This is an optimization exercise on Yosys and OpenROAD, whose aim is small area, a short achievable clock period and few clock cycles per item, not a production implementation. At most, simulation tests tie the RTL to the original design; equivalence was not proved. The RTL of runs 1 and 3 was laid out without a check of its function. Power and IR drop assume default switching activity.

--- flow/config.mk ---
export PLATFORM = sky130hd
export DESIGN_NAME = multichannel_to_mono_pcm16_unit
export DESIGN_NICKNAME = multichannel_to_mono_pcm16_unit
export VERILOG_FILES = /design/flow/design.v
export SDC_FILE = /design/flow/constraint.sdc
export NUM_CORES = 4
export LEC_CHECK = 0
export CAP_MARGIN = 20
export CORE_MARGIN = 2
export CORE_UTILIZATION = 40
export SLEW_MARGIN = 20
--- flow/constraint.sdc ---
create_clock -name core_clock -period 10.0 [get_ports {i_clk}]
set_input_delay 2.0000 -clock core_clock [delete_from_list [all_inputs] [get_ports {i_clk}]]
set_output_delay 2.0000 -clock core_clock [all_outputs]
set_load 0.01 [all_outputs]
--- flow/design.v ---
`default_nettype none
package mcmono_pkg;
    localparam int MAX_CHANNELS = 8;
    localparam int                 CFG_IDX_W    = 1;
    localparam int                 CFG_W        = 4;
    localparam int                 CFG_FMT_W    = 2;
    localparam int                 CFG_CH_W     = 4;
    localparam logic [CFG_IDX_W-1:0] CFG_FORMAT   = 1'd0;
    localparam logic [CFG_IDX_W-1:0] CFG_CHANNELS = 1'd1;
    localparam logic [CFG_FMT_W-1:0] FMT_INT16   = 2'd0;
    localparam logic [CFG_FMT_W-1:0] FMT_FLOAT32 = 2'd1;
    localparam logic [CFG_FMT_W-1:0] FMT_RESET   = FMT_FLOAT32;
    localparam logic [CFG_CH_W-1:0]  CH_RESET    = 4'd2;
    localparam int CH_W   = $clog2(MAX_CHANNELS + 1);
    localparam int POS_W  = (MAX_CHANNELS > 1) ? $clog2(MAX_CHANNELS) : 1;
    localparam int SUM_W  = 36;
    localparam int MAG_W  = SUM_W - 1;
    localparam int MUL_W  = 24 + $clog2(MAX_CHANNELS);
    localparam int PROD_W = MUL_W + 15;
    localparam int NUM_W  = MUL_W + 17;
    localparam int DIV_W  = 16 + $clog2(MAX_CHANNELS);
    localparam int CNT_W  = $clog2(DIV_W);
    localparam int FIFO_DEPTH = 2;
    localparam logic [14:0]        PCM_SCALE = 15'd32767;
    localparam logic signed [15:0] PCM_MAX   = 16'sh7FFF;
    localparam logic signed [15:0] PCM_MIN   = 16'sh8000;
    typedef struct packed {
        logic signed [SUM_W-1:0] sum;
        logic                    zero;
        logic                    is_int;
        logic [CH_W-1:0]         ch;
        logic                    pkt_end;
    } t_frame;
endpackage
`default_nettype wire
`default_nettype none
module multichannel_to_mono_pcm16_unit (
    input  wire         i_clk,
    input  wire         i_rst_n,
    input  wire         i_cfg_we,
    input  wire [0:0]   i_cfg_index,
    input  wire [3:0]   i_cfg_data,
    input  wire         i_in_valid,
    output logic        o_in_ready,
    input  wire  [31:0] i_sample_bits,
    input  wire         i_silent,
    input  wire         i_packet_last,
    output logic        o_out_valid,
    input  wire         i_out_ready,
    output logic signed [15:0] o_mono_sample,
    output logic        o_packet_end
);
    logic       r_int;       
    logic       r_bad;       
    logic [2:0] r_nm1;       
    logic       r_ready;
    logic [2:0] r_pos;
    logic       r_fsil;
    logic       r_fpend;
    logic [1:0] r_count;     
    logic       accept;
    logic       last;
    logic       commit;
    logic       xfer;
    assign accept = i_rst_n && i_in_valid && r_ready;
    assign last   = (r_pos == r_nm1);
    assign commit = accept && last;
    assign xfer   = i_rst_n && o_out_valid && i_out_ready;
    logic [7:0]  e;
    logic        f_big;
    logic        f_inr;
    logic [4:0]  f_sh;
    logic [30:0] f_shv;
    logic [31:0] f_mag;
    logic [31:0] i_val;
    assign e     = i_sample_bits[30:23];
    assign f_big = (e >= 8'd134) && !((e == 8'hFF) && (i_sample_bits[22:0] != 23'd0));
    assign f_inr = (e >= 8'd103) && (e <= 8'd133);
    assign f_sh  = 5'd5 - e[4:0];                        
    assign f_shv = {1'b1, i_sample_bits[22:0], 7'b0} >> f_sh;
    assign f_mag = f_big ? 32'h8000_0000 : (f_inr ? {1'b0, f_shv} : 32'd0);
    assign i_val = {{7{i_sample_bits[15]}}, i_sample_bits[15:0], 9'b0};
    logic [31:0] v_op;
    logic        v_inv;
    logic        v_ext;
    logic        v_first;
    logic        v_last;
    logic        v_zero;
    logic        v_pend;
    logic [2:0]  v_nm1;
    always_ff @(posedge i_clk) begin
        v_op    <= accept ? (r_int ? i_val : f_mag) : 32'd0;
        v_inv   <= accept && !r_int && i_sample_bits[31];
        v_ext   <= accept && (r_int ? i_sample_bits[15] : i_sample_bits[31]);
        v_first <= accept && (r_pos == 3'd0);
        v_last  <= commit;
        v_zero  <= r_fsil || i_silent || r_bad;
        v_pend  <= r_fpend || i_packet_last;
        v_nm1   <= r_nm1;
    end
    logic [35:0] r_acc;
    logic [35:0] sum;
    logic [35:0] addend;
    logic        s_neg;
    logic [10:0] s_hx;
    logic        s_sat;
    assign addend = {{4{v_ext}}, v_op ^ {32{v_inv}}};
    assign sum    = (v_first ? 36'd0 : r_acc) + addend + {35'd0, v_inv};
    assign s_neg  = sum[35];
    assign s_hx   = sum[34:24] ^ {11{s_neg}};
    assign s_sat  = (s_hx[10:3] != 8'd0) || (s_hx[2:0] > v_nm1);
    always_ff @(posedge i_clk) begin
        r_acc <= sum;
    end
    logic        p_valid;
    logic [27:0] p_a;            
    logic        p_neg;
    logic        p_sat;
    logic        p_zero;
    logic        p_pend;
    logic [2:0]  p_nm1;
    logic        p_move;
    always_ff @(posedge i_clk) begin
        if (v_last) begin
            p_a    <= sum[27:0];
            p_neg  <= s_neg;
            p_sat  <= s_sat;
            p_zero <= v_zero;
            p_pend <= v_pend;
            p_nm1  <= v_nm1;
        end
    end
    logic [12:0] t_hi;
    logic [28:0] w;
    logic [19:0] x;
    logic [18:0] xs;
    logic [1:0]  p_k;
    logic        p_d1;
    logic [1:0]  p_dsel;         
    logic        fast;
    logic [15:0] fast_q;
    logic        xsgn;
    assign t_hi = {4'd0, p_a[8:0]} + {1'b0, {1'b0, p_nm1} + 4'd1, 8'd0};
    assign w    = {1'b0, t_hi, 15'd0} + {~p_a[27], ~p_a} + {28'd0, !p_neg};
    assign x    = {p_a[27], p_a[27:9]} + {{15{w[28]}}, w[28:24]};
    always_comb begin
        case (p_nm1)
            3'd1, 3'd5: p_k = 2'd1;
            3'd3:       p_k = 2'd2;
            3'd7:       p_k = 2'd3;
            default:    p_k = 2'd0;
        endcase
        case (p_nm1)
            3'd0, 3'd1, 3'd3, 3'd7: p_d1 = 1'b1;
            default:                p_d1 = 1'b0;
        endcase
        case (p_nm1)
            3'd4:    p_dsel = 2'd1;
            3'd6:    p_dsel = 2'd2;
            default: p_dsel = 2'd0;
        endcase
    end
    assign xs     = $signed(x[18:0]) >>> p_k;
    assign xsgn   = xs[18];
    assign fast   = p_zero || p_sat || p_d1;
    assign fast_q = p_zero ? 16'd0 :
                    p_sat  ? (p_neg ? 16'h8001 : 16'h7FFF) :
                             xs[15:0];
    logic        o_valid;
    logic        o_busy;
    logic [14:0] o_sh;
    logic        o_sign;
    logic        o_pend;
    logic [2:0]  o_rem;
    logic [1:0]  o_dsel;
    logic [2:0]  o_cnt;
    logic        out_take;
    assign out_take = !o_busy && (!o_valid || i_out_ready);
    assign p_move   = p_valid && out_take;
    logic [2:0] dv;
    logic [3:0] t0, t1, t2;
    logic [2:0] r1, r2, r3;
    logic       q0, q1, q2;
    always_comb begin
        case (o_dsel)
            2'd1:    dv = 3'd5;
            2'd2:    dv = 3'd7;
            default: dv = 3'd3;
        endcase
        t0 = {o_rem, o_sh[14]};
        q0 = (t0 >= {1'b0, dv});
        r1 = q0 ? 3'(t0 - {1'b0, dv}) : t0[2:0];
        t1 = {r1, o_sh[13]};
        q1 = (t1 >= {1'b0, dv});
        r2 = q1 ? 3'(t1 - {1'b0, dv}) : t1[2:0];
        t2 = {r2, o_sh[12]};
        q2 = (t2 >= {1'b0, dv});
        r3 = q2 ? 3'(t2 - {1'b0, dv}) : t2[2:0];
    end
    always_ff @(posedge i_clk) begin
        if (!i_rst_n) begin
            o_valid <= 1'b0;
            o_busy  <= 1'b0;
        end else if (p_move) begin
            o_pend <= p_pend;
            o_sign <= fast ? fast_q[15] : xsgn;
            if (fast) begin
                o_sh    <= fast_q[14:0];
                o_valid <= 1'b1;
                o_busy  <= 1'b0;
            end else begin
                o_sh    <= xs[14:0] ^ {15{xsgn}};
                o_rem   <= xs[17:15] ^ {3{xsgn}};
                o_dsel  <= p_dsel;
                o_cnt   <= 3'd4;
                o_valid <= 1'b0;
                o_busy  <= 1'b1;
            end
        end else if (o_busy) begin
            o_sh  <= {o_sh[11:0], {q0, q1, q2} ^ {3{o_sign}}};
            o_rem <= r3;
            o_cnt <= o_cnt - 3'd1;
            if (o_cnt == 3'd0) begin
                o_busy  <= 1'b0;
                o_valid <= 1'b1;
            end
        end else if (i_out_ready) begin
            o_valid <= 1'b0;
        end
    end
    assign o_out_valid   = o_valid;
    assign o_mono_sample = {o_sign, o_sh};
    assign o_packet_end  = o_pend;
    logic [2:0] pos_n;
    logic [2:0] nm1_n;
    logic [1:0] count_n;
    logic       int_n;
    logic       bad_n;
    always_comb begin
        int_n = r_int;
        bad_n = r_bad;
        nm1_n = r_nm1;
        pos_n = r_pos;
        if (i_cfg_we) begin
            if (i_cfg_index == 1'b0) begin
                int_n = (i_cfg_data[1:0] == 2'd0);
                bad_n = i_cfg_data[1];
            end else begin
                nm1_n = (i_cfg_data == 4'd0) ? 3'd0 :
                        (i_cfg_data > 4'd8)  ? 3'd7 : 3'(i_cfg_data - 4'd1);
            end
            pos_n = 3'd0;
        end else if (accept) begin
            pos_n = last ? 3'd0 : r_pos + 3'd1;
        end
        count_n = r_count + {1'b0, commit} - {1'b0, xfer};
    end
    always_ff @(posedge i_clk) begin
        if (!i_rst_n) begin
            r_int   <= 1'b0;
            r_bad   <= 1'b0;
            r_nm1   <= 3'd1;
            r_pos   <= 3'd0;
            r_fsil  <= 1'b0;
            r_fpend <= 1'b0;
            r_count <= 2'd0;
            r_ready <= 1'b1;
            p_valid <= 1'b0;
        end else begin
            r_int   <= int_n;
            r_bad   <= bad_n;
            r_nm1   <= nm1_n;
            r_pos   <= pos_n;
            r_count <= count_n;
            r_ready <= (count_n < 2'd2) || (pos_n != nm1_n);
            if (i_cfg_we || (accept && last)) begin
                r_fsil  <= 1'b0;
                r_fpend <= 1'b0;
            end else if (accept) begin
                r_fsil  <= r_fsil || i_silent;
                r_fpend <= r_fpend || i_packet_last;
            end
            if (v_last) begin
                p_valid <= 1'b1;
            end else if (p_move) begin
                p_valid <= 1'b0;
            end
        end
    end
    assign o_in_ready = r_ready;
endmodule
`default_nettype wire
--- flow/run.sh ---
#!/bin/bash
# synth_recipe.tcl (not shown) runs the flow's synth.tcl, then flattens the netlist and writes it again
# the make line also repeats each setting of config.mk as NAME=value (left out here)
make -C /OpenROAD-flow-scripts/flow DESIGN_CONFIG=/design/flow/config.mk WORK_HOME=/design/flow/orfs CLKGATE_MAP_FILE= SYNTH_SCRIPT=/design/flow/synth_recipe.tcl finish
==> summary.md, run 1 <==
- flip-flop — critical path capture point type
- 45.6 mm — first-pass GRT wire length
- 165 mW/mm^2 — Pwr Density
- 172 um — height of the die
- 0 — count of maximum capacitance violations
- 0.0130 ns — final clock skew
- 5.44 — via count normalized by instance count
- 0.0129 mm^2 — design area
- 153 — Num Clock Sinks
- 1420 uW — internal cell power
- 61 — Cell Rows
- complete, no violations — run status
- 60.4% — portion of the clock cycle consumed by the worst path in the final layout
- 21.6 mm — HPWL after detailed placement
- 31 — maximum fanout along the worst path
- 14.4% — growth of design area from synthesis to finish
- 32.7% — portion of total power attributed to combinational logic
- 7 — number of optimization iterations in the first detailed-route pass
- 6.10% — layout cell share with drive strength beyond 1
- 29.1% — Slew Limit Headroom
- 4.03 ns — pre-CTS setup slack
- 0.43 ns — Worst-Skew Late Latency
- no — RSZ-0062 raised after global routing
- 35.5% — power share of the sequential group
- 26.2% — global-route track usage on met1
- sky130_fd_sc_hd__nand2_1 — most common cell after layout, fill and taps aside
- 38 — maximum number of pins on one net before global-route repair
- 0.0296 mm^2 — die area
- 6.04 ns — Tmin final
- 121 uV — worst vdd rail ir drop
- 0.166 GHz — highest achievable clock rate
- 1461 — final layout net count
- 0 — Antenna Nets Post-Route
- 32.2% — met2 track demand over resource
- 559 — number of DRC violations after detailed-routing iteration 0
- 4 — H-Tree Depth
- 19.3% — total routing resource utilization after global routing
- sky130_fd_sc_hd__clkbuf_16 — library cell used as clock root buffer
- 33.4% — share of total power consumed by net switching
- flip-flop to flip-flop — Min-Delay Path Class
- 16.1 um — routed wire length per instance
- 1 — Ys Warns
- 111 x sky130_fd_sc_hd__nand2_1, 97 x sky130_fd_sc_hd__ha_1, 94 x sky130_fd_sc_hd__nor2_1 — highest-count cells in the layout ignoring fill and taps
- 32.4% — part of the Yosys area used for sequential elements
- flip-flop to flip-flop — path type of the worst setup path
- sky130_fd_sc_hd__dfxtp_1 — predominant post-synthesis flop cell
- 1.06 ns — transition time at the pin with the least slew margin
- 63 — I/O pin count
- 17 — TritonCTS Buffers
- 0.00557 uW — P_leak
- 0 — # diodes
- 0.07 ns — clock slew seen by the registers of the worst setup and hold paths
- 0.910 — Final Wtd Congestion
- 0 — Hold Violations, Final
- 8.88 um^2 — Mapped Avg Cell Area
- 0% — async set-reset flop share out of synthesis
- 1420 — nets in the synthesized netlist
- 2.31% — met3 GRT Util
- 0 — number of setup buffers added after CTS
- 31.9% — Clock power frac
- 0 — DRC
- 714 uW — NetSw
- 10.15 ns — required arrival time at the worst endpoint
- flip-flop — startpoint type of the worst setup path
- 0 — post-cts sizing count
- 0.0123 mm^2 — placed cell areas
- met2 — highest-utilization routing layer at the global route stage
- 9009 — number of global-route vias before repair
- 60 — number of enable flip-flop cells after synthesis
- 9279 — Vias
- 1274 — cell count after synthesis
- 0 — number of hold-repair buffers added at the cts stage
- 0.392 ns — worst hold margin
- 2 — maximum clock path buffer count
- 172 um — Die Wd
- 0 — Final setup viols
- 27.5 mm — routed wire length
- 153 — #FFs+latches synth
- 0 — final slew viol count
- built — TritonCTS clock tree
- 62 — PortBufs
- 3.96 ns — worst path setup slack after routing
- 40.7% — starting density of the core
- 0 — antenna violations before repair
- 0.0113 mm^2 — Synth Cell Area
- 73 — number of distinct standard cells referenced by the synthesized netlist
- 6.19 ns — Arrival @ worst endpoint
- 0 — overall overflow remaining after global route
- 0 ns — final setup TNS
- 0.0278 mm^2 — standard cell core area
[path summary, 6_finish.rpt]
check            from        to  slack (ns)  cells after the start
min          r_nm1[0]  v_nm1[0]        0.39                      0
max reg2reg   v_first     p_sat        3.96                     20
max           v_first     p_sat        3.96                     20
min reg2reg  r_nm1[0]  v_nm1[0]        0.39                      0
[cells in the mapped netlist (42+ instances only)]
cell / number / area [um^2]
sky130_fd_sc_hd__a21oi_1: 91 / 455
sky130_fd_sc_hd__clkbuf_1: 42 / 158
sky130_fd_sc_hd__dfxtp_1: 93 / 1860
sky130_fd_sc_hd__edfxtp_1: 60 / 1800
sky130_fd_sc_hd__ha_1: 97 / 1210
sky130_fd_sc_hd__inv_1: 51 / 191
sky130_fd_sc_hd__mux2i_1: 42 / 420
sky130_fd_sc_hd__nand2_1: 111 / 417
sky130_fd_sc_hd__nor2_1: 94 / 353
sky130_fd_sc_hd__nor2b_1: 49 / 307
sky130_fd_sc_hd__o21ai_0: 71 / 355
sky130_fd_sc_hd__xnor2_1: 52 / 455
sky130_fd_sc_hd__xor2_1: 74 / 648
[metrics by stage]
step | power, uW | cells | utilization, %
3_5_place_dp | 1460 | 1674 | 44.3
2_1_floorplan | 1280 | 1274 | -
6_report | 2140 | 1706 | 46.6
3_3_place_gp | 1460 | 1674 | 44.3
5_1_grt | 2270 | 1706 | 46.6
4_1_cts | 2150 | 1706 | 46.6
[layer usage]
metal | vias up | part of all wire, % | routed length, um
met5 | - | 0 | 0
met1 | 4329 | 49 | 13400
met2 | 202 | 47 | 12900
met4 | 0 | 1.7 | 465
li1 | 4718 | - | -
met3 | 30 | 2.8 | 769
[cell families after synthesis]
group                    Yosys count  synth area share [%]
buffers and inverters            108                  3.72
multiplexers                      61                  6.01
AND/OR/NAND/NOR                  389                  16.9
XOR/XNOR                         126                  9.76
flip-flops                       153                  32.4
adder cells (fa/ha/maj)          103                  11.7
AO/OA/AOI/OAI                    334                  19.5
[power groups by stage]
stage / Sequential, uW / Clock [uW] / Combinational (uW)
detailed placement: 769 / 0 / 691
CTS: 758 / 698 / 696
finish: 759 / 682 / 698
floorplan: 761 / 0 / 523
global route: 764 / 721 / 780
global placement: 773 / 0 / 683
[state kept, by name, summed over array words and instances (netlist names), 2 cells and up]
name and count:
o_rem 3, v_nm1 3, r_pos 3, v_op 32, o_dsel 2, r_count 2, o_cnt 3, o_sh 15
r_acc 36, r_nm1 3, p_nm1 3, p_a 28
[critical path, stage by stage, from the launching register on]
cell,delay [ns]
sky130_fd_sc_hd__dfxtp_1,0.47
sky130_fd_sc_hd__buf_4,0.40
sky130_fd_sc_hd__nor2b_1,0.09
sky130_fd_sc_hd__ha_1,0.37
sky130_fd_sc_hd__and3_1,0.23
sky130_fd_sc_hd__nand4_1,0.10
sky130_fd_sc_hd__or3_1,0.35
sky130_fd_sc_hd__a2111o_1,0.45
sky130_fd_sc_hd__a21oi_1,0.44
sky130_fd_sc_hd__o21ai_1,0.19
sky130_fd_sc_hd__and2_1,0.22
sky130_fd_sc_hd__a311oi_4,0.45
sky130_fd_sc_hd__xor2_1,0.19
sky130_fd_sc_hd__ha_1,0.26
sky130_fd_sc_hd__a21o_1,0.16
sky130_fd_sc_hd__a21oi_1,0.16
sky130_fd_sc_hd__a31oi_1,0.08
sky130_fd_sc_hd__or4_1,0.39
sky130_fd_sc_hd__or4b_1,0.50
sky130_fd_sc_hd__nor3_1,0.14
sky130_fd_sc_hd__mux2i_1,0.09
[area by class of cell]
cell class              count  area, um^2
inverters                  54         203
multi-input cells        1013        7240
fillers                  2698       14800
clock inverters            15         204
well taps                 378         473
flip-flops and latches    153        3660
repair buffers             76         726
clock buffers              17         425
==> run 2, diff against run 1 <==
--- a/flow/design.v
+++ b/flow/design.v
@@ -103,16 +103,16 @@
     logic [35:0] addend;
     logic        s_neg;
-    logic [10:0] s_hx;
+    logic [34:0] s_u;
     logic        s_sat;
     assign addend = {{4{v_ext}}, v_op ^ {32{v_inv}}};
     assign sum    = (v_first ? 36'd0 : r_acc) + addend + {35'd0, v_inv};
     assign s_neg  = sum[35];
-    assign s_hx   = sum[34:24] ^ {11{s_neg}};
-    assign s_sat  = (s_hx[10:3] != 8'd0) || (s_hx[2:0] > v_nm1);
+    assign s_u    = sum[34:0] ^ {35{s_neg}};
+    assign s_sat  = (s_u[34:27] != 8'd0) || (s_u[26:24] > v_nm1);
     always_ff @(posedge i_clk) begin
         r_acc <= sum;
     end
     logic        p_valid;
-    logic [27:0] p_a;            
+    logic [27:0] p_u;
     logic        p_neg;
     logic        p_sat;
@@ -123,5 +123,5 @@
     always_ff @(posedge i_clk) begin
         if (v_last) begin
-            p_a    <= sum[27:0];
+            p_u    <= s_u[27:0];
             p_neg  <= s_neg;
             p_sat  <= s_sat;
@@ -131,17 +131,19 @@
         end
     end
-    logic [12:0] t_hi;
-    logic [28:0] w;
-    logic [19:0] x;
-    logic [18:0] xs;
+    logic [3:0]  p_n;
+    logic [43:0] y;
+    logic [18:0] x;
+    logic [17:0] xs;
     logic [1:0]  p_k;
     logic        p_d1;
     logic [1:0]  p_dsel;         
+    logic        zero_eff;
+    logic        neg_eff;
     logic        fast;
-    logic [15:0] fast_q;
-    logic        xsgn;
-    assign t_hi = {4'd0, p_a[8:0]} + {1'b0, {1'b0, p_nm1} + 4'd1, 8'd0};
-    assign w    = {1'b0, t_hi, 15'd0} + {~p_a[27], ~p_a} + {28'd0, !p_neg};
-    assign x    = {p_a[27], p_a[27:9]} + {{15{w[28]}}, w[28:24]};
+    logic [14:0] fast_q;
+    assign p_n = {1'b0, p_nm1} + 4'd1;
+    assign y = ({16'd0, p_u} << 15) - {16'd0, p_u}
+             + (p_neg ? (44'd32767 - ({40'd0, p_n} << 23)) : ({40'd0, p_n} << 23));
+    assign x = y[42:24];
     always_comb begin
         case (p_nm1)
@@ -161,10 +163,11 @@
         endcase
     end
-    assign xs     = $signed(x[18:0]) >>> p_k;
-    assign xsgn   = xs[18];
-    assign fast   = p_zero || p_sat || p_d1;
-    assign fast_q = p_zero ? 16'd0 :
-                    p_sat  ? (p_neg ? 16'h8001 : 16'h7FFF) :
-                             xs[15:0];
+    assign xs       = x[17:0] >> p_k;
+    assign zero_eff = p_zero || (y[43] && !p_sat);
+    assign neg_eff  = p_neg && !zero_eff;
+    assign fast     = zero_eff || p_sat || p_d1;
+    assign fast_q   = zero_eff ? 15'd0 :
+                      p_sat    ? (p_neg ? 15'd1 : 15'h7FFF) :
+                                 (xs[14:0] ^ {15{p_neg}});
     logic        o_valid;
     logic        o_busy;
@@ -204,12 +207,12 @@
         end else if (p_move) begin
             o_pend <= p_pend;
-            o_sign <= fast ? fast_q[15] : xsgn;
+            o_sign <= neg_eff;
             if (fast) begin
-                o_sh    <= fast_q[14:0];
+                o_sh    <= fast_q;
                 o_valid <= 1'b1;
                 o_busy  <= 1'b0;
             end else begin
-                o_sh    <= xs[14:0] ^ {15{xsgn}};
-                o_rem   <= xs[17:15] ^ {3{xsgn}};
+                o_sh    <= xs[14:0];
+                o_rem   <= xs[17:15];
                 o_dsel  <= p_dsel;
                 o_cnt   <= 3'd4;
==> run 2 against run 1 <==
  * Still clean on timing, DRC and antenna
  * Die area increased by 14%
  * Via count up 15%
  * Combinational power rose by 46%
  * Register-to-register slack improved by 0.14 ns
  * Clock skew is 0.0056 ns higher
  * Final cell count rose by 14%
  * Sequential share of layout area decreased by 3.0 points
  * Synthesized cell count increased by 18%
  * Critical path type unchanged
  * Highest routed layer unchanged
==> summary.md, run 2 <==
- 10336 — number of global-route vias before repair, +15%
- 1503 — cell count after synthesis, +18%
- r_acc (36), v_op (32), p_u (28) — Regs by FF count
- 82 — number of distinct standard cells referenced by the synthesized netlist, +12%
- 2470 uW — Final Power, +16%
- 153 — Num Clock Sinks, unchanged
- 2 — combined buffer and inverter count along the critical path, +1
- 0.898 — Final Wtd Congestion, -1.3%
- flip-flop — startpoint type of the worst setup path
- 0% — async set-reset flop share out of synthesis, unchanged
- 0.00648 uW — P_leak, +16%
- 30.9 mm — routed wire length, +12%
- r_acc — top register by number of flip-flops
- 17 — depth of the most critical reg-to-reg path, -15%
- 0.43 ns — Worst-Skew Late Latency, about the same
- 10.19 ns — required arrival time at the worst endpoint, +0.04 ns
- 0 — Final setup viols, unchanged
- 0.0139 mm^2 — placed cell areas, +13%
- 17 — stages on the worst setup path, -15%
- 14.4% — post-synth top area share, -2.1 points
- 0 — count of maximum capacitance violations, unchanged
- built — TritonCTS clock tree
- 6.08 ns — Arrival @ worst endpoint, -0.11 ns
- 1696 — nets in the synthesized netlist, +19%
- 5.49 — via count normalized by instance count, +0.93%
- 146 x sky130_fd_sc_hd__nand2_1, 140 x sky130_fd_sc_hd__ha_1, 119 x sky130_fd_sc_hd__inv_1 — highest-count cells in the layout ignoring fill and taps
- 0.0317 mm^2 — standard cell core area, +14%
- 0 — number of setup buffers added after CTS, unchanged
- 18.7% — total routing resource utilization after global routing, -0.63 points
- 0 — Min-Delay Path Depth, unchanged
- 0.0129 mm^2 — Synth Cell Area, +14%
- 38 — maximum number of pins on one net before global-route repair, unchanged
- 171 mW/mm^2 — Pwr Density, +3.5%
- 5.90 ns — Tmin final, -0.139 ns
- sky130_fd_sc_hd__inv_1 — most repeated library cell on the critical path
- 0 — Hold Violations, Final, unchanged
- sky130_fd_sc_hd__dfxtp_1 14%, sky130_fd_sc_hd__edfxtp_1 14%, sky130_fd_sc_hd__ha_1 14%, sky130_fd_sc_hd__xnor2_1 5.0%, sky130_fd_sc_hd__a21oi_1 4.3% — ranking of synthesized cells by area
- 0.07 ns — clock slew seen by the registers of the worst setup and hold paths, about the same
- 60 — number of enable flip-flop cells after synthesis, unchanged
- 5 — number of optimization iterations in the first detailed-route pass, -2
- 0 — final slew viol count, unchanged
- no — RSZ-0062 raised after global routing
- 63 — I/O pin count, unchanged
- inv_1, nor2_1, xnor2_1, fa_1, inv_1, ha_1, nand4_2, nor4_2, and3_1, a32o_2, o2111ai_2, o211ai_2, a31oi_4, o211ai_4, o21bai_1, mux2i_1, a21o_1 — critical-path cell list
- 569 — number of DRC violations after detailed-routing iteration 0, +1.8%
- compound AO/OA/AOI/OAI gates — Top Family by Delay on Critical Path
- sky130_fd_sc_hd__clkbuf_16 — library cell used as clock root buffer
- sky130_fd_sc_hd__edfxtp_1 — worst-path cell with the longest stage delay
- 40.7% — starting density of the core, about the same
- 29.3% — Slew Limit Headroom, +0.18 points
- 5.64% — layout cell share with drive strength beyond 1, -0.46 points
- 134 uV — worst vdd rail ir drop, +10%
- 65 — Cell Rows, +6.6%
- 184 um — Die Wd, +6.7%
- 1722 — final layout net count, +18%
- 17 — TritonCTS Buffers, unchanged
- 1.05 ns — Max stage delay on crit path, +0.55 ns
- 1 — Ys Warns, unchanged
- sky130_fd_sc_hd__dfxtp_1 — top cell type by total area after synthesis
- 8.60 um^2 — Mapped Avg Cell Area, -3.2%
- 28.4% — part of the Yosys area used for sequential elements, -4.0 points
- 10672 — Vias, +15%
- 59.0% — portion of the clock cycle consumed by the worst path in the final layout, -1.4 points
- flip-flop to flip-flop — Min-Delay Path Class
- 0 — Antenna Nets Post-Route, unchanged
- sky130_fd_sc_hd__dfxtp_1 — predominant post-synthesis flop cell
- 0 — number of hold-repair buffers added at the cts stage, unchanged
- 2 — maximum clock path buffer count, unchanged
- 24.3 mm — HPWL after detailed placement, +12%
- 1.06 ns — transition time at the pin with the least slew margin, +0.00118 ns
- complete, no violations — run status
- 15.9 um — routed wire length per instance, -1.4%
- 27 — maximum fanout along the worst path, -13%
- p_neg — worst r2r src
- 0 ns — final setup TNS, unchanged
- 0 — DRC, unchanged
- 4 — H-Tree Depth, unchanged
- p_neg — crit path from
- 153 — #FFs+latches synth, unchanged
- 45.6% — utilization of the core after routing, -0.97 points
- 0 — post-cts sizing count, unchanged
- 0 — overall overflow remaining after global route, unchanged
- 184 um — height of the die, +6.7%
- 0 — # diodes, unchanged
- 0.0186 ns — final clock skew, +0.00564 ns
- 0 — antenna violations before repair, unchanged
- 51.5 mm — first-pass GRT wire length, +13%
- sky130_fd_sc_hd__nand2_1 — most common cell after layout, fill and taps aside
- 62 — PortBufs, unchanged
- 0.0338 mm^2 — die area, +14%
- 36 — max reg flops, unchanged
- sky130_fd_sc_hd__nand2_1 — most numerous cell in the Yosys netlist
- flip-flop to flip-flop — path type of the worst setup path
- 0.170 GHz — highest achievable clock rate, +2.4%
- 146 x sky130_fd_sc_hd__nand2_1, 140 x sky130_fd_sc_hd__ha_1, 119 x sky130_fd_sc_hd__inv_1, 111 x sky130_fd_sc_hd__a21oi_1, 99 x sky130_fd_sc_hd__nor2_1 — most common library cells after synthesis
- r_nm1[1] — startpoint of the lowest-slack hold path
- 11.9% — growth of design area from synthesis to finish
- 0.0145 mm^2 — design area, +12%
- flip-flop — critical path capture point type
==> run 2: cell count changes in the layout (fill, tap and decap cells not counted), moves of 6 or more <==
cell / before / now
sky130_fd_sc_hd__xor2_1: 73 / 61
sky130_fd_sc_hd__nor3_1: 20 / 28
sky130_fd_sc_hd__a21oi_1: 91 / 111
sky130_fd_sc_hd__a22o_1: 7 / 1
sky130_fd_sc_hd__ha_1: 97 / 140
sky130_fd_sc_hd__nand4_1: 9 / 16
sky130_fd_sc_hd__mux4_2: 4 / 16
sky130_fd_sc_hd__a21o_1: 27 / 47
sky130_fd_sc_hd__nand2_1: 111 / 146
sky130_fd_sc_hd__mux2_2: 15 / 5
sky130_fd_sc_hd__xnor2_1: 51 / 73
sky130_fd_sc_hd__o21bai_1: 4 / 14
sky130_fd_sc_hd__inv_1: 51 / 119
==> run 2: routing by layer <==
layer / vias up / wire length [um] / track usage (%)
met3: 38 / 915 / 2.02
li1: 5419 / - / -
met1: 4973 / 14600 / 24.5
met4: 0 / 625 / 5.79
met5: - / 0 / 0
met2: 242 / 14800 / 32.2
==> run 2: where the power goes <==
group          internal (uW)  total [uW]  switching (uW)
clock network            371         663             292
registers                769         793            24.3
logic                    432        1020             587
==> run 2: final cells by class <==
type	count	area (um^2)
fillers	3125	17300
multi-input cells	1164	8550
flip-flops and latches	153	3660
repair buffers	73	693
well taps	402	503
clock buffers	19	454
inverters	120	450
clock inverters	13	148
==> run 2: final timing paths <==
| check | to | slack (ns) |
|---|---|---|
| worst max-delay path | o_sh[14] | 4.10 |
| worst min-delay path | v_nm1[1] | 0.41 |
| worst min register to register | v_nm1[1] | 0.41 |
| worst max register to register | o_sh[14] | 4.10 |
==> run 2: per-stage QoR <==
step	worst slack [ns]	hold WS (ns)	std cells
after floorplan	5.13	0.362	1503
after global placement	4.31	0.390	1912
after detailed placement	4.22	0.389	1912
after CTS	4.17	0.405	1944
after global routing	3.74	0.408	1944
final	4.10	0.406	1944
==> run 2: cell families (layout without fill, tap and decap cells) <==
| family | after synthesis | in the layout | synth area share, % |
|---|---|---|---|
| and+or+nand+nor | 440 | 440 | 16.3 |
| buffers and inverters | 186 | 225 | 5.60 |
| muxes | 62 | 62 | 6.40 |
| adders and majority gates | 150 | 150 | 15.0 |
| xor gates and xnor gates | 135 | 135 | 9.15 |
| DFF | 153 | 153 | 28.4 |
| AOI/OAI and AO/OA | 377 | 377 | 19.2 |
Testbench counts of run 2, summed over its fixed seeds: cycles 14,010, frames 3,072.
==> run 3, diff against run 2 <==
--- a/flow/design.v
+++ b/flow/design.v
@@ -35,4 +35,44 @@
 `default_nettype wire
 `default_nettype none
+module mcmono_add #(
+    parameter int W = 36
+) (
+    input  wire  [W-1:0] i_a,
+    input  wire  [W-1:0] i_b,
+    input  wire          i_ci,
+    output logic [W-1:0] o_s,
+    output logic         o_co
+);
+    localparam int N = W + 1;
+    logic [N-1:0] g, p, cg, cp;
+    always_comb begin
+        g[0] = i_ci;
+        p[0] = 1'b0;
+        for (int i = 0; i < W; i++) begin
+            g[i+1] = i_a[i] & i_b[i];
+            p[i+1] = i_a[i] ^ i_b[i];
+        end
+        cg = g;
+        cp = p;
+        for (int l = 1; l < N; l = l * 2) begin
+            for (int i = 2 * l - 1; i < N; i = i + 2 * l) begin
+                cg[i] = cg[i] | (cp[i] & cg[i-l]);
+                cp[i] = cp[i] & cp[i-l];
+            end
+        end
+        for (int l = 64; l >= 1; l = l / 2) begin
+            for (int i = 3 * l - 1; i < N; i = i + 2 * l) begin
+                cg[i] = cg[i] | (cp[i] & cg[i-l]);
+                cp[i] = cp[i] & cp[i-l];
+            end
+        end
+        for (int i = 0; i < W; i++) begin
+            o_s[i] = p[i+1] ^ cg[i];
+        end
+        o_co = cg[N-1];
+    end
+endmodule
+`default_nettype wire
+`default_nettype none
 module multichannel_to_mono_pcm16_unit (
     input  wire         i_clk,
@@ -102,18 +142,34 @@
     logic [35:0] sum;
     logic [35:0] addend;
+    logic [35:0] acc_in;
     logic        s_neg;
-    logic [34:0] s_u;
+    logic [10:0] s_hx;
     logic        s_sat;
+    logic        s_an;
+    logic        s_cy;
+    logic [3:0]  v_n;
+    assign v_n    = {1'b0, v_nm1} + 4'd1;
     assign addend = {{4{v_ext}}, v_op ^ {32{v_inv}}};
-    assign sum    = (v_first ? 36'd0 : r_acc) + addend + {35'd0, v_inv};
+    assign acc_in = v_first ? {24'd0, v_n, 8'd0} : r_acc;
+    mcmono_add #(.W(36)) u_acc_add (
+        .i_a  (acc_in),
+        .i_b  (addend),
+        .i_ci (v_inv),
+        .o_s  (sum),
+        .o_co ()
+    );
     assign s_neg  = sum[35];
-    assign s_u    = sum[34:0] ^ {35{s_neg}};
-    assign s_sat  = (s_u[34:27] != 8'd0) || (s_u[26:24] > v_nm1);
+    assign s_hx   = sum[34:24] ^ {11{s_neg}};
+    assign s_sat  = (s_hx[10:3] != 8'd0) || (s_hx[2:0] > v_nm1);
+    assign s_an   = s_neg || ((sum[34:12] == 23'd0) && (sum[11:8] < v_n));
+    assign s_cy   = (sum[14:12] == 3'd0) &&
+                    ((sum[11:8] < v_n) || ((sum[11:8] == v_n) && (sum[7:0] == 8'd0) && !s_an));
     always_ff @(posedge i_clk) begin
         r_acc <= sum;
     end
     logic        p_valid;
-    logic [27:0] p_u;
-    logic        p_neg;
+    logic [27:0] p_b;            
+    logic        p_bs;           
+    logic        p_cy;
     logic        p_sat;
     logic        p_zero;
@@ -123,6 +179,7 @@
     always_ff @(posedge i_clk) begin
         if (v_last) begin
-            p_u    <= s_u[27:0];
-            p_neg  <= s_neg;
+            p_b    <= sum[27:0];
+            p_bs   <= s_neg;
+            p_cy   <= s_cy;
             p_sat  <= s_sat;
             p_zero <= v_zero;
@@ -131,19 +188,21 @@
         end
     end
-    logic [3:0]  p_n;
-    logic [43:0] y;
+    logic [28:0] ys;
     logic [18:0] x;
-    logic [17:0] xs;
+    logic [18:0] xs;
     logic [1:0]  p_k;
     logic        p_d1;
     logic [1:0]  p_dsel;         
-    logic        zero_eff;
-    logic        neg_eff;
     logic        fast;
-    logic [14:0] fast_q;
-    assign p_n = {1'b0, p_nm1} + 4'd1;
-    assign y = ({16'd0, p_u} << 15) - {16'd0, p_u}
-             + (p_neg ? (44'd32767 - ({40'd0, p_n} << 23)) : ({40'd0, p_n} << 23));
-    assign x = y[42:24];
+    logic [15:0] fast_q;
+    logic        xsgn;
+    mcmono_add #(.W(29)) u_y_add (
+        .i_a  ({p_b[27], p_b}),
+        .i_b  ({{16{~p_b[27]}}, ~p_b[27:15]}),
+        .i_ci (p_cy),
+        .o_s  (ys),
+        .o_co ()
+    );
+    assign x  = ys[27:9];
     always_comb begin
         case (p_nm1)
@@ -163,11 +222,10 @@
         endcase
     end
-    assign xs       = x[17:0] >> p_k;
-    assign zero_eff = p_zero || (y[43] && !p_sat);
-    assign neg_eff  = p_neg && !zero_eff;
-    assign fast     = zero_eff || p_sat || p_d1;
-    assign fast_q   = zero_eff ? 15'd0 :
-                      p_sat    ? (p_neg ? 15'd1 : 15'h7FFF) :
-                                 (xs[14:0] ^ {15{p_neg}});
+    assign xs     = $signed(x) >>> p_k;
+    assign xsgn   = xs[18];
+    assign fast   = p_zero || p_sat || p_d1;
+    assign fast_q = p_zero ? 16'd0 :
+                    p_sat  ? (p_bs ? 16'h8001 : 16'h7FFF) :
+                             xs[15:0];
     logic        o_valid;
     logic        o_busy;
@@ -207,12 +265,12 @@
         end else if (p_move) begin
             o_pend <= p_pend;
-            o_sign <= neg_eff;
+            o_sign <= fast ? fast_q[15] : xsgn;
             if (fast) begin
-                o_sh    <= fast_q;
+                o_sh    <= fast_q[14:0];
                 o_valid <= 1'b1;
                 o_busy  <= 1'b0;
             end else begin
-                o_sh    <= xs[14:0];
-                o_rem   <= xs[17:15];
+                o_sh    <= xs[14:0] ^ {15{xsgn}};
+                o_rem   <= xs[17:15] ^ {3{xsgn}};
                 o_dsel  <= p_dsel;
                 o_cnt   <= 3'd4;
==> run 3 against run 2 <==
  * Combinational power down 36%
  * Wire length down 21%
  * Sequential share of layout area up 4.6 points
  * Final cell count down 19%
  * Highest routed layer unchanged
  * Core utilization up 0.59 points
  * Design area down 15%
  * Largest cell class unchanged
  * Non-clock buffer count down 2
  * Critical path depth up 4
  * Critical endpoint is now o_sh[0]
==> summary.md, run 3 <==
- flip-flop — critical path capture point type
- 24.4 mm — routed wire length, -21%
- 0.0107 ns — final clock skew, -0.00790 ns
- 154 — #FFs+latches synth, +0.65%
- built — TritonCTS clock tree
- 0 — # diodes, unchanged
- 2 — maximum clock path buffer count, unchanged
- 19.5 mm — HPWL after detailed placement, -20%
- 0 — number of hold-repair buffers added at the cts stage, unchanged
- 0 — antenna violations before repair, unchanged
- 3 — Ys Warns, +2
- 0 — Hold Violations, Final, unchanged
- 0 — number of setup buffers added after CTS, unchanged
- sky130_fd_sc_hd__clkbuf_16 — library cell used as clock root buffer
- 38 — maximum number of pins on one net before global-route repair, unchanged
- sky130_fd_sc_hd__nand2_1 — most common cell after layout, fill and taps aside
- 520 — number of DRC violations after detailed-routing iteration 0, -8.6%
- 0.0108 mm^2 — Synth Cell Area, -16%
- 40.9 mm — first-pass GRT wire length, -21%
- 14.2% — growth of design area from synthesis to finish
- 0 — post-cts sizing count, unchanged
- 62 — PortBufs, unchanged
- 0% — async set-reset flop share out of synthesis, unchanged
- 154 — Num Clock Sinks, +0.65%
- complete, no violations — run status
- 36 — max reg flops, unchanged
- 4 — H-Tree Depth, unchanged
- 0 — DRC, unchanged
- 168 um — height of the die, -8.3%
- 48.0% — portion of the clock cycle consumed by the worst path in the final layout, -11 points
- no — RSZ-0062 raised after global routing
- 1379 — final layout net count, -20%
- 0 — Final setup viols, unchanged
- flip-flop to flip-flop — Min-Delay Path Class
- 168 um — Die Wd, -8.3%
- 6 — maximum fanout along the worst path, -78%
- 0.0267 mm^2 — standard cell core area, -16%
- 5 — number of optimization iterations in the first detailed-route pass, unchanged
- 1172 — cell count after synthesis, -22%
- sky130_fd_sc_hd__dfxtp_1 — top cell type by total area after synthesis
- r_acc — top register by number of flip-flops
- 0.42 ns — Worst-Skew Late Latency, about the same
- 0 ns — final setup TNS, unchanged
- 2577 — FILL cells, -18%
- 0.896 — Final Wtd Congestion, -0.26%
- 0 — Antenna Nets Post-Route, unchanged
- 0.0284 mm^2 — die area, -16%
- 0.208 GHz — highest achievable clock rate, +23%
- 0.07 ns — clock slew seen by the registers of the worst setup and hold paths, about the same
- 5.84% — layout cell share with drive strength beyond 1, +0.20 points
- 60 — Cell Rows, -7.7%
- flip-flop — startpoint type of the worst setup path
- 8235 — number of global-route vias before repair, -20%
- 10.14 ns — required arrival time at the worst endpoint, -0.05 ns
- 4.94 ns — Arrival @ worst endpoint, -1.14 ns
- 33.0% — Slew Limit Headroom, +3.7 points
- sky130_fd_sc_hd__dfxtp_1 — predominant post-synthesis flop cell
- 4.80 ns — Tmin final, -1.10 ns
- 0 — final slew viol count, unchanged
- 8252 — Vias, -23%
- 1.00 ns — transition time at the pin with the least slew margin, -0.0561 ns
- 0 — overall overflow remaining after global route, unchanged
- 120 x sky130_fd_sc_hd__nand2_1, 93 x sky130_fd_sc_hd__inv_1, 93 x sky130_fd_sc_hd__dfxtp_1 — highest-count cells in the layout ignoring fill and taps
- 120 x sky130_fd_sc_hd__nand2_1, 93 x sky130_fd_sc_hd__dfxtp_1, 93 x sky130_fd_sc_hd__inv_1, 90 x sky130_fd_sc_hd__a21oi_1, 87 x sky130_fd_sc_hd__ha_1 — most common library cells after synthesis
- 15.5 um — routed wire length per instance, -2.5%
- 17.2% — post-synth top area share, +2.8 points
- 34.2% — part of the Yosys area used for sequential elements, +5.8 points
- 0.00532 uW — P_leak, -18%
- 17 — TritonCTS Buffers, unchanged
- 40.4% — starting density of the core, -0.28 points
- 5.25 — via count normalized by instance count, -4.4%
- 0 — count of maximum capacitance violations, unchanged
- 63 — I/O pin count, unchanged
- r_acc (36), v_op (32), p_b (28) — Regs by FF count
- 17.8% — total routing resource utilization after global routing, -0.90 points
- 123 uV — worst vdd rail ir drop, -8.3%
- 61 — number of enable flip-flop cells after synthesis, +1.7%
- flip-flop to flip-flop — path type of the worst setup path
- 1332 — nets in the synthesized netlist, -21%
- 0.390 ns — worst hold margin, -0.0158 ns
- 70 — number of distinct standard cells referenced by the synthesized netlist, -15%
- 9.22 um^2 — Mapped Avg Cell Area, +7.3%
- 168 mW/mm^2 — Pwr Density, -1.9%
- 2070 uW — Final Power, -16%
- sky130_fd_sc_hd__nand2_1 — most numerous cell in the Yosys netlist
- sky130_fd_sc_hd__dfxtp_1 17%, sky130_fd_sc_hd__edfxtp_1 17%, sky130_fd_sc_hd__ha_1 10%, sky130_fd_sc_hd__fa_1 5.4%, sky130_fd_sc_hd__xor2_1 4.5% — ranking of synthesized cells by area
run 3: changes by cell type after synthesis, sizes merged, moves of 20 or more:
cell	previous run	this run
fa	9	29
clkbuf	51	31
a21oi	112	91
inv	119	93
ha	140	87
a21o	47	14
xnor2	74	42
nand2	146	120
nor2	99	74
run 3: per-stage QoR:
stage / cell area [um^2] / setup slack, ns / util, % / instances
after floorplan: 10800 / 5.60 / - / 1172
after global placement: 11700 / 5.16 / 44.0 / 1541
after detailed placement: 11700 / 5.06 / 44.0 / 1541
after CTS: 12300 / 5.22 / 46.2 / 1573
after global routing: 12300 / 4.77 / 46.2 / 1573
final: 12300 / 5.20 / 46.2 / 1573
run 3: final cells by class:
cell class / instances / area (um^2) / area share, %
multi-input cells: 881 / 6590 / 53.4
repair buffers: 71 / 688 / 5.58
clock buffers: 20 / 457 / 3.70
well taps: 341 / 427 / 3.46
inverters: 94 / 353 / 2.86
flip-flops and latches: 154 / 3690 / 29.9
clock inverters: 12 / 138 / 1.12
run 3: routing by layer:
layer	vias to the layer above	wire length [um]	track usage (%)
li1	4181	-	-
met1	3876	11200	22.2
met2	163	11800	31.2
met3	32	689	2.40
met4	0	676	6.78
met5	-	0	0
run 3: power breakdown:
part | internal [uW] | leakage [uW] | switching [uW]
Sequential | 750 | 0.00132 | 23.2
Combinational | 275 | 0.00371 | 378
Clock | 384 | 0.000295 | 261
Total | 1410 | 0.00532 | 662
run 3: kinds of logic (layout without fill, tap and decap cells):
| group | Yosys count | in the layout | share of synthesized area (%) |
|---|---|---|---|
| AO/OA/AOI/OAI | 253 | 253 | 14.9 |
| XOR/XNOR | 97 | 97 | 7.86 |
| adder cells (fa/ha/maj) | 117 | 117 | 15.5 |
| buffers and inverters | 137 | 197 | 4.92 |
| flip-flops | 154 | 154 | 34.2 |
| multiplexers | 57 | 57 | 6.52 |
| AND/OR/NAND/NOR | 357 | 357 | 16.1 |
run 3: final timing paths:
check / slack, ns / cells after the start / end / from
max: 5.20 / 21 / o_sh[0] / o_dsel[0]
min: 0.39 / 0 / v_nm1[2] / r_nm1[2]
max reg2reg: 5.20 / 21 / o_sh[0] / o_dsel[0]
min reg2reg: 0.39 / 0 / v_nm1[2] / r_nm1[2]
run 3: critical path, stage by stage, from the launching register on:
cell	delay [ns]
sky130_fd_sc_hd__edfxtp_1	0.37
sky130_fd_sc_hd__ha_1	0.31
sky130_fd_sc_hd__ha_1	0.33
sky130_fd_sc_hd__ha_1	0.19
sky130_fd_sc_hd__o21ai_0	0.17
sky130_fd_sc_hd__nand2_1	0.17
sky130_fd_sc_hd__xnor2_1	0.30
sky130_fd_sc_hd__inv_1	0.08
sky130_fd_sc_hd__ha_1	0.28
sky130_fd_sc_hd__ha_1	0.17
sky130_fd_sc_hd__nand2b_1	0.13
sky130_fd_sc_hd__a21oi_1	0.18
sky130_fd_sc_hd__nand2_1	0.17
sky130_fd_sc_hd__xnor2_1	0.26
sky130_fd_sc_hd__inv_1	0.09
sky130_fd_sc_hd__ha_1	0.28
sky130_fd_sc_hd__ha_1	0.17
sky130_fd_sc_hd__nand2b_1	0.13
sky130_fd_sc_hd__a21oi_1	0.13
sky130_fd_sc_hd__and3_1	0.30
sky130_fd_sc_hd__xor2_1	0.19
sky130_fd_sc_hd__o22ai_1	0.10
==> run 4, diff against run 3 <==
--- a/flow/design.v
+++ b/flow/design.v
@@ -100,4 +100,6 @@
     logic [1:0] r_count;     
     logic       accept;
+    logic [2:0] pos_n;
+    logic [2:0] nm1_n;
     logic       last;
     logic       commit;
@@ -124,18 +126,14 @@
     logic        v_inv;
     logic        v_ext;
-    logic        v_first;
     logic        v_last;
     logic        v_zero;
     logic        v_pend;
-    logic [2:0]  v_nm1;
     always_ff @(posedge i_clk) begin
-        v_op    <= accept ? (r_int ? i_val : f_mag) : 32'd0;
+        v_op    <= accept ? (r_int ? i_val : (f_mag ^ {32{i_sample_bits[31]}})) : 32'd0;
         v_inv   <= accept && !r_int && i_sample_bits[31];
         v_ext   <= accept && (r_int ? i_sample_bits[15] : i_sample_bits[31]);
-        v_first <= accept && (r_pos == 3'd0);
         v_last  <= commit;
         v_zero  <= r_fsil || i_silent || r_bad;
         v_pend  <= r_fpend || i_packet_last;
-        v_nm1   <= r_nm1;
     end
     logic [35:0] r_acc;
@@ -149,7 +147,7 @@
     logic        s_cy;
     logic [3:0]  v_n;
-    assign v_n    = {1'b0, v_nm1} + 4'd1;
-    assign addend = {{4{v_ext}}, v_op ^ {32{v_inv}}};
-    assign acc_in = v_first ? {24'd0, v_n, 8'd0} : r_acc;
+    assign v_n    = {1'b0, r_nm1} + 4'd1;
+    assign addend = {{4{v_ext}}, v_op};
+    assign acc_in = r_acc;
     mcmono_add #(.W(36)) u_acc_add (
         .i_a  (acc_in),
@@ -161,10 +159,16 @@
     assign s_neg  = sum[35];
     assign s_hx   = sum[34:24] ^ {11{s_neg}};
-    assign s_sat  = (s_hx[10:3] != 8'd0) || (s_hx[2:0] > v_nm1);
+    assign s_sat  = (s_hx[10:3] != 8'd0) || (s_hx[2:0] > r_nm1);
     assign s_an   = s_neg || ((sum[34:12] == 23'd0) && (sum[11:8] < v_n));
     assign s_cy   = (sum[14:12] == 3'd0) &&
                     ((sum[11:8] < v_n) || ((sum[11:8] == v_n) && (sum[7:0] == 8'd0) && !s_an));
     always_ff @(posedge i_clk) begin
-        r_acc <= sum;
+        if (!i_rst_n) begin
+            r_acc <= {24'd0, 4'd2, 8'd0};
+        end else if (i_cfg_we || v_last) begin
+            r_acc <= {24'd0, {1'b0, nm1_n} + 4'd1, 8'd0};
+        end else begin
+            r_acc <= sum;
+        end
     end
     logic        p_valid;
@@ -185,5 +189,5 @@
             p_zero <= v_zero;
             p_pend <= v_pend;
-            p_nm1  <= v_nm1;
+            p_nm1  <= r_nm1;
         end
     end
@@ -222,5 +226,12 @@
         endcase
     end
-    assign xs     = $signed(x) >>> p_k;
+    always_comb begin
+        case (p_k)
+            2'd1:    xs = {{1{x[18]}}, x[18:1]};
+            2'd2:    xs = {{2{x[18]}}, x[18:2]};
+            2'd3:    xs = {{3{x[18]}}, x[18:3]};
+            default: xs = x;
+        endcase
+    end
     assign xsgn   = xs[18];
     assign fast   = p_zero || p_sat || p_d1;
@@ -239,24 +250,26 @@
     assign out_take = !o_busy && (!o_valid || i_out_ready);
     assign p_move   = p_valid && out_take;
-    logic [2:0] dv;
-    logic [3:0] t0, t1, t2;
-    logic [2:0] r1, r2, r3;
-    logic       q0, q1, q2;
-    always_comb begin
-        case (o_dsel)
-            2'd1:    dv = 3'd5;
-            2'd2:    dv = 3'd7;
-            default: dv = 3'd3;
+    function automatic logic [3:0] dstep(input logic [1:0] ds, input logic [2:0] r,
+                                         input logic b);
+        logic [3:0] t;
+        logic       q3, q5, q7;
+        logic [2:0] r3, r5, r7;
+        t  = {r, b};
+        q3 = (t >= 4'd3);
+        q5 = (t >= 4'd5);
+        q7 = (t >= 4'd7);
+        r3 = q3 ? 3'(t - 4'd3) : t[2:0];
+        r5 = q5 ? 3'(t - 4'd5) : t[2:0];
+        r7 = q7 ? 3'(t - 4'd7) : t[2:0];
+        case (ds)
+            2'd1:    dstep = {q5, r5};
+            2'd2:    dstep = {q7, r7};
+            default: dstep = {q3, r3};
         endcase
-        t0 = {o_rem, o_sh[14]};
-        q0 = (t0 >= {1'b0, dv});
-        r1 = q0 ? 3'(t0 - {1'b0, dv}) : t0[2:0];
-        t1 = {r1, o_sh[13]};
-        q1 = (t1 >= {1'b0, dv});
-        r2 = q1 ? 3'(t1 - {1'b0, dv}) : t1[2:0];
-        t2 = {r2, o_sh[12]};
-        q2 = (t2 >= {1'b0, dv});
-        r3 = q2 ? 3'(t2 - {1'b0, dv}) : t2[2:0];
-    end
+    endfunction
+    logic [3:0] ds0, ds1, ds2;
+    assign ds0 = dstep(o_dsel, o_rem, o_sh[14]);
+    assign ds1 = dstep(o_dsel, ds0[2:0], o_sh[13]);
+    assign ds2 = dstep(o_dsel, ds1[2:0], o_sh[12]);
     always_ff @(posedge i_clk) begin
         if (!i_rst_n) begin
@@ -279,6 +292,6 @@
             end
         end else if (o_busy) begin
-            o_sh  <= {o_sh[11:0], {q0, q1, q2} ^ {3{o_sign}}};
-            o_rem <= r3;
+            o_sh  <= {o_sh[11:0], {ds0[3], ds1[3], ds2[3]} ^ {3{o_sign}}};
+            o_rem <= ds2[2:0];
             o_cnt <= o_cnt - 3'd1;
             if (o_cnt == 3'd0) begin
@@ -293,6 +306,4 @@
     assign o_mono_sample = {o_sign, o_sh};
     assign o_packet_end  = o_pend;
-    logic [2:0] pos_n;
-    logic [2:0] nm1_n;
     logic [1:0] count_n;
     logic       int_n;
--- a/flow/config.mk
+++ b/flow/config.mk
@@ -8,4 +8,5 @@
 export CAP_MARGIN = 20
 export CORE_MARGIN = 2
-export CORE_UTILIZATION = 40
+export CORE_UTILIZATION = 60
+export CTS_BUF_LIST = sky130_fd_sc_hd__clkbuf_4 sky130_fd_sc_hd__clkbuf_8
 export SLEW_MARGIN = 20
==> run 4 against run 3 <==
  * Largest power group unchanged
  * Still clean on timing, DRC and antenna
  * Wire length grew 15%
  * Clock power shrank 29%
  * Synthesized area grew 5.6%
  * Critical path type is now primary input to flip-flop
  * Sequential share of layout area shrank 1.1 points
  * Via count grew 15%
  * Sequential power shrank 13%
  * Global-route usage grew 11 points
  * Flip-flop and latch count shrank 4
  * Worst setup slack lost 0.14 ns
  * Critical path depth shrank 13
  * Power shrank 31%
==> summary.md, run 4 <==
- complete, no violations — run status
- 61.1% — starting density of the core, +21 points
- 0 — Hold Violations, Final, unchanged
- 0 — Final setup viols, unchanged
- r_acc — top register by number of flip-flops
- 0.00720 mm^2 — Multi-input gate area, +9.3%
- sky130_fd_sc_hd__edfxtp_1 — top cell type by total area after synthesis
- sky130_fd_sc_hd__dfxtp_1 — predominant post-synthesis flop cell
- 1529 — instance count after placement with tap cells included, -0.78%
- 49.4% — portion of the clock cycle consumed by the worst path in the final layout, +1.4 points
- 1561 — non-filler instance count after layout, -0.76%
- 3 — Ys Warns, unchanged
- 0 — DRC, unchanged
- sky130_fd_sc_hd__nand2_1 — most common cell after layout, fill and taps aside
- 150 — #FFs+latches synth, -2.6%
- sky130_fd_sc_hd__edfxtp_1 16%, sky130_fd_sc_hd__dfxtp_1 16%, sky130_fd_sc_hd__ha_1 9.8%, sky130_fd_sc_hd__fa_1 4.7%, sky130_fd_sc_hd__nand2_1 4.1% — ranking of synthesized cells by area
- 36 — max reg flops, unchanged
- 0 — count of maximum capacitance violations, unchanged
- 124 x sky130_fd_sc_hd__nand2_1, 120 x sky130_fd_sc_hd__nor2_1, 91 x sky130_fd_sc_hd__inv_1 — highest-count cells in the layout ignoring fill and taps
- 1447 — nets in the synthesized netlist, +8.6%
- 5.95% — layout cell share with drive strength beyond 1, +0.11 points
- 40 — maximum number of pins on one net before global-route repair, +5.3%
- 0.0145 ns — final clock skew, +0.00376 ns
- 16.0% — post-synth top area share, -1.2 points
- 2 — maximum clock path buffer count, unchanged
- 547 — number of DRC violations after detailed-routing iteration 0, +5.2%
- 142 um — Die Wd, -16%
- 0.942 — Final Wtd Congestion, +5.1%
- 9121 — number of global-route vias before repair, +11%
- 17 — TritonCTS Buffers, unchanged
- 37 — maximum fanout along the worst path, +31
- 1.01 ns — transition time at the pin with the least slew margin, +0.00894 ns
- 1440 uW — Final Power, -31%
- 28.0 mm — routed wire length, +15%
- 61 — number of enable flip-flop cells after synthesis, unchanged
- 10.33 ns — required arrival time at the worst endpoint, +0.19 ns
- 0.0187 mm^2 — standard cell core area, -30%
- 4 — H-Tree Depth, unchanged
- 8.87 um^2 — Mapped Avg Cell Area, -3.8%
- 50 — Cell Rows, -17%
- 0.08 ns — clock slew seen by the registers of the worst setup and hold paths, about the same
- 4.94 ns — Tmin final, +0.142 ns
- 0 — post-cts sizing count, unchanged
- 9500 — Vias, +15%
- primary input — startpoint type of the worst setup path
- 0.202 GHz — highest achievable clock rate, -2.9%
- 63 — I/O pin count, unchanged
- 0 — # diodes, unchanged
- 45.9 mm — first-pass GRT wire length, +12%
- 0 — Antenna Nets Post-Route, unchanged
- 1287 — cell count after synthesis, +9.8%
- 124 x sky130_fd_sc_hd__nand2_1, 120 x sky130_fd_sc_hd__nor2_1, 90 x sky130_fd_sc_hd__inv_1, 89 x sky130_fd_sc_hd__dfxtp_1, 89 x sky130_fd_sc_hd__ha_1 — most common library cells after synthesis
- sky130_fd_sc_hd__nand2_1 — most numerous cell in the Yosys netlist
- 1583 — FILL cells, -39%
- 0.0202 mm^2 — die area, -29%
- 88.1 uV — worst vdd rail ir drop, -28%
- 17.9 um — routed wire length per instance, +15%
- 0.0114 mm^2 — Synth Cell Area, +5.6%
- 5 — number of optimization iterations in the first detailed-route pass, unchanged
- primary input to flip-flop — path type of the worst setup path
- 5.27 ns — Arrival @ worst endpoint, +0.33 ns
- 9.61% — growth of design area from synthesis to finish
- 142 um — height of the die, -16%
- 0% — async set-reset flop share out of synthesis, unchanged
- 0 — antenna violations before repair, unchanged
- no — RSZ-0062 raised after global routing
- 32.4% — Slew Limit Headroom, -0.59 points
- 0 — final slew viol count, unchanged
- 115 mW/mm^2 — Pwr Density, -32%
- 0.407 ns — worst hold margin, +0.0175 ns
- 0.00361 mm^2 — area occupied by registers, -2.2%
- sky130_fd_sc_hd__clkbuf_8 — library cell used as clock root buffer
- flip-flop to flip-flop — Min-Delay Path Class
- 75 — number of distinct standard cells referenced by the synthesized netlist, +7.1%
- built — TritonCTS clock tree
- flip-flop — critical path capture point type
- 31.6% — part of the Yosys area used for sequential elements, -2.5 points
- r_acc (36), v_op (32), p_b (28) — Regs by FF count
- 6.09 — via count normalized by instance count, +16%
- 0.00544 uW — P_leak, +2.2%
- 21.5 mm — HPWL after detailed placement, +10%
- 62 — PortBufs, unchanged
- 150 — Num Clock Sinks, -2.6%
- 0.47 ns — Worst-Skew Late Latency, +0.05 ns
- 0 — overall overflow remaining after global route, unchanged
- 0 ns — final setup TNS, unchanged
- 0 — number of setup buffers added after CTS, unchanged
- 1474 — final layout net count, +6.9%
- 29.0% — total routing resource utilization after global routing, +11 points
- 0 — number of hold-repair buffers added at the cts stage, unchanged
## run 4: cell count changes after synthesis, sizes merged, moves of 14 or more
cell,previous run,this run
o21ai,65,79
nor2b,40,18
o211ai,3,26
clkbuf,31,45
nor2,74,121
and3,10,31
## run 4: stage by stage
stage          instance area [um^2]  setup slack [ns]  util, %
3_3_place_gp                  12100              4.57     64.8
4_1_cts                       12500              5.13     66.9
5_1_grt                       12500              4.73     66.9
3_5_place_dp                  12100              4.64     64.9
6_report                      12500              5.06     66.9
2_1_floorplan                 11400              5.66        -
## run 4: critical path: stages
cell and delay, ns:
sky130_fd_sc_hd__buf_2 0.67, sky130_fd_sc_hd__ha_1 0.90, sky130_fd_sc_hd__inv_1 0.49, sky130_fd_sc_hd__mux2i_1 0.48, sky130_fd_sc_hd__a211oi_1 0.17, sky130_fd_sc_hd__xor2_1 0.17, sky130_fd_sc_hd__mux2i_1 0.30, sky130_fd_sc_hd__nor2_1 0.07
## run 4: metal layers
| metal | vias up | track usage [%] | share of wire, % |
|---|---|---|---|
| met4 | 0 | 12.1 | 3.6 |
| li1 | 4657 | - | - |
| met5 | - | 0 | 0 |
| met1 | 4490 | 36.3 | 42 |
| met3 | 71 | 4.10 | 4.5 |
| met2 | 282 | 50.5 | 50 |
## run 4: layout make-up
type | instances | share of cell area [%]
inverters | 91 | 2.73
clock inverters | 14 | 1.09
well taps | 234 | 2.34
clock buffers | 18 | 1.98
repair buffers | 72 | 5.48
multi-input cells | 982 | 57.5
flip-flops and latches | 150 | 28.9
## run 4: worst paths after layout
kind,from,end,slack [ns],depth (start not counted)
worst min-delay path,v_zero,p_zero,0.41,0
worst min register to register,v_zero,p_zero,0.41,0
worst max-delay path,i_sample_bits[24],v_op[15],5.06,8
worst max register to register,p_b[27],o_rem[0],5.16,13
## run 4: cells by family (layout without fill, tap and decap cells)
logic type      Yosys count  in the layout  synth area share [%]
flops                   150            150                  31.6
fa+ha+maj               118            118                  14.7
buf+inv                 155            195                  5.36
mux                      68             68                  7.60
simple gates            394            394                  16.0
compound gates          311            311                  17.8
xor+xnor                 91             91                  6.98
## run 4: power breakdown
part / switching, uW / internal [uW] / total [uW]
clock: 251 / 210 / 461
sequential: 16.2 / 656 / 672
combinational: 179 / 125 / 304
total: 447 / 991 / 1440
Testbench counts of run 4, summed over its fixed seeds: cycles 14,010, frames 3,072.
==> run 5, diff against run 4 <==
--- a/flow/config.mk
+++ b/flow/config.mk
@@ -8,5 +8,4 @@
 export CAP_MARGIN = 20
 export CORE_MARGIN = 2
-export CORE_UTILIZATION = 60
-export CTS_BUF_LIST = sky130_fd_sc_hd__clkbuf_4 sky130_fd_sc_hd__clkbuf_8
+export CORE_UTILIZATION = 40
 export SLEW_MARGIN = 20
==> run 5 against run 4 <==
  * Synthesized cell count unchanged
  * Critical path depth rose by 11
  * Clock power rose by 41%
  * Sequential power hardly changed
  * Clock skew barely moved
  * Combinational power barely moved
  * Via count down 1.2%
  * Final cell count increased by 9.3%
  * Clock-buffer cell count fell by 1
  * Synthesized area unchanged
  * Core utilization shrank 21 points
  * Critical path type is now flip-flop to flip-flop
  * Largest cell class unchanged
  * Largest power group unchanged
  * Highest routed layer unchanged
==> summary.md, run 5 <==
- o_dsel[1] — worst r2r src
- 124 x sky130_fd_sc_hd__nand2_1, 120 x sky130_fd_sc_hd__nor2_1, 90 x sky130_fd_sc_hd__inv_1, 89 x sky130_fd_sc_hd__dfxtp_1, 89 x sky130_fd_sc_hd__ha_1 — most common library cells after synthesis
- 0.955 — Final Wtd Congestion, +1.3%
- 30.0% — Slew Limit Headroom, -2.4 points
- flip-flop to flip-flop — path type of the worst setup path
- 1287 — cell count after synthesis, unchanged
- 0 — overall overflow remaining after global route, unchanged
- sky130_fd_sc_hd__edfxtp_1 — top cell type by total area after synthesis
- 0.00721 mm^2 — Multi-input gate area, +0.14%
- 0 — post-cts sizing count, unchanged
- 0 — # diodes, unchanged
- 0 — antenna violations before repair, unchanged
- o_dsel[1] — crit path from
- built — TritonCTS clock tree
- 8908 — number of global-route vias before repair, -2.3%
- 4 — H-Tree Depth, unchanged
- sky130_fd_sc_hd__dfxtp_1 — predominant post-synthesis flop cell
- 61 — number of enable flip-flop cells after synthesis, unchanged
- o_rem[0] — capturing element of the worst setup path
- 23 — maximum fanout along the worst path, -38%
- 0.0123 mm^2 — placed cell areas, +1.6%
- 1630 uW — Final Power, +13%
- complete, no violations — run status
- 47.9 mm — first-pass GRT wire length, +4.3%
- 1475 — final layout net count, +0.068%
- sky130_fd_sc_hd__edfxtp_1 16%, sky130_fd_sc_hd__dfxtp_1 16%, sky130_fd_sc_hd__ha_1 9.8%, sky130_fd_sc_hd__fa_1 4.7%, sky130_fd_sc_hd__nand2_1 4.1% — ranking of synthesized cells by area
- 0 — Final setup viols, unchanged
- 19 — depth of the most critical reg-to-reg path, +6
- 150 — Num Clock Sinks, unchanged
- 0.44 ns — Worst-Skew Late Latency, -0.03 ns
- 0.00554 uW — P_leak, +1.9%
- 63 — I/O pin count, unchanged
- 10.20 ns — required arrival time at the worst endpoint, -0.13 ns
- 2760 — FILL cells, +74%
- no — RSZ-0062 raised after global routing
- 173 um — Die Wd, +22%
- flip-flop to flip-flop — Min-Delay Path Class
- 61 — Cell Rows, +22%
- r_acc — top register by number of flip-flops
- 106 uV — worst vdd rail ir drop, +21%
- sky130_fd_sc_hd__nand2_1 — most common cell after layout, fill and taps aside
- 1.05 ns — transition time at the pin with the least slew margin, +0.0364 ns
- 5.50 — via count normalized by instance count, -9.6%
- flip-flop — startpoint type of the worst setup path
- 173 um — height of the die, +22%
- 0 — DRC, unchanged
- 0.0141 ns — final clock skew, -0.000346 ns
- 124 x sky130_fd_sc_hd__nand2_1, 120 x sky130_fd_sc_hd__nor2_1, 90 x sky130_fd_sc_hd__inv_1 — highest-count cells in the layout ignoring fill and taps
- 150 — #FFs+latches synth, unchanged
==> run 5: cell counts after synthesis <==
Identical to the previous run, type by type.
==> run 5: how the worst min path moves through the flow <==
stage | startpoint | endpoint | slack (ns) | depth (start not counted)
floorplan | v_pend | p_pend | 0.39 | 0
finish | v_pend | p_pend | 0.41 | 0
global route | v_pend | p_pend | 0.42 | 0
detailed placement | v_pend | p_pend | 0.39 | 0
CTS | v_pend | p_pend | 0.41 | 0
global placement | v_pend | p_pend | 0.39 | 0
==> run 5: cell families (layout without fill, tap and decap cells) <==
kind of cell               after synthesis  count (layout)  share of synthesized area, %
buffers and inverters                  155             196                          5.36
and+or+nand+nor                        394             394                          16.0
xor gates and xnor gates                91              91                          6.98
muxes                                   68              68                          7.60
adders and majority gates              118             118                          14.7
DFF                                    150             150                          31.6
AOI/OAI and AO/OA                      311             311                          17.8
==> run 5: through the flow <==
step | setup slack [ns] | util [%] | instances
finish | 4.98 | 46.3 | 1706
global route | 4.51 | 46.3 | 1706
CTS | 5.06 | 46.3 | 1706
detailed placement | 4.95 | 44.1 | 1674
global placement | 4.99 | 44.1 | 1674
floorplan | 5.66 | - | 1287
==> run 5: cell type report <==
class	instances	area share, %
Multi-Input combinational cell	982	55.7
Sequential cell	150	27.9
Timing Repair Buffer	73	5.36
Tap cell	378	3.66
Clock buffer	17	3.29
Inverter	91	2.64
Clock inverter	15	1.40
==> run 5: power by group <==
group          internal (uW)  switching [uW]
registers                656            15.3
clock network            340             312
logic                    125             181
==> run 5: worst max-delay path, stage by stage, from the launching register on <==
cell                       delay, ns
sky130_fd_sc_hd__edfxtp_1       0.39
sky130_fd_sc_hd__ha_1           0.73
sky130_fd_sc_hd__maj3_2         0.36
sky130_fd_sc_hd__nor2_2         0.04
sky130_fd_sc_hd__o22a_1         0.21
sky130_fd_sc_hd__o21ai_0        0.38
sky130_fd_sc_hd__inv_1          0.13
sky130_fd_sc_hd__ha_1           0.21
sky130_fd_sc_hd__nor2b_1        0.21
sky130_fd_sc_hd__o21bai_1       0.15
sky130_fd_sc_hd__a221o_1        0.19
sky130_fd_sc_hd__a21oi_1        0.08
sky130_fd_sc_hd__a21oi_1        0.32
sky130_fd_sc_hd__inv_1          0.14
sky130_fd_sc_hd__ha_1           0.19
sky130_fd_sc_hd__nand2b_1       0.16
sky130_fd_sc_hd__a21oi_2        0.21
sky130_fd_sc_hd__xnor2_1        0.14
sky130_fd_sc_hd__a221oi_1       0.10
sky130_fd_sc_hd__a211oi_1       0.42
==> run 5: routing by layer <==
layer / vias to the layer above / share of wire, % / global-route usage, %
met1: 4492 / 48 / 28.2
li1: 4640 / - / -
met5: - / 0 / 0
met3: 26 / 4.1 / 2.68
met4: 0 / 1.2 / 4.20
met2: 231 / 46 / 31.7

Check on run 5: ideal ports give 4.984 ns setup slack; a clkbuf_16 on the clock port and buf_2 on the inputs give 4.984 ns; moving port delays by the midpoint clock arrival (0.476 ns) as well gives 4.914 ns.
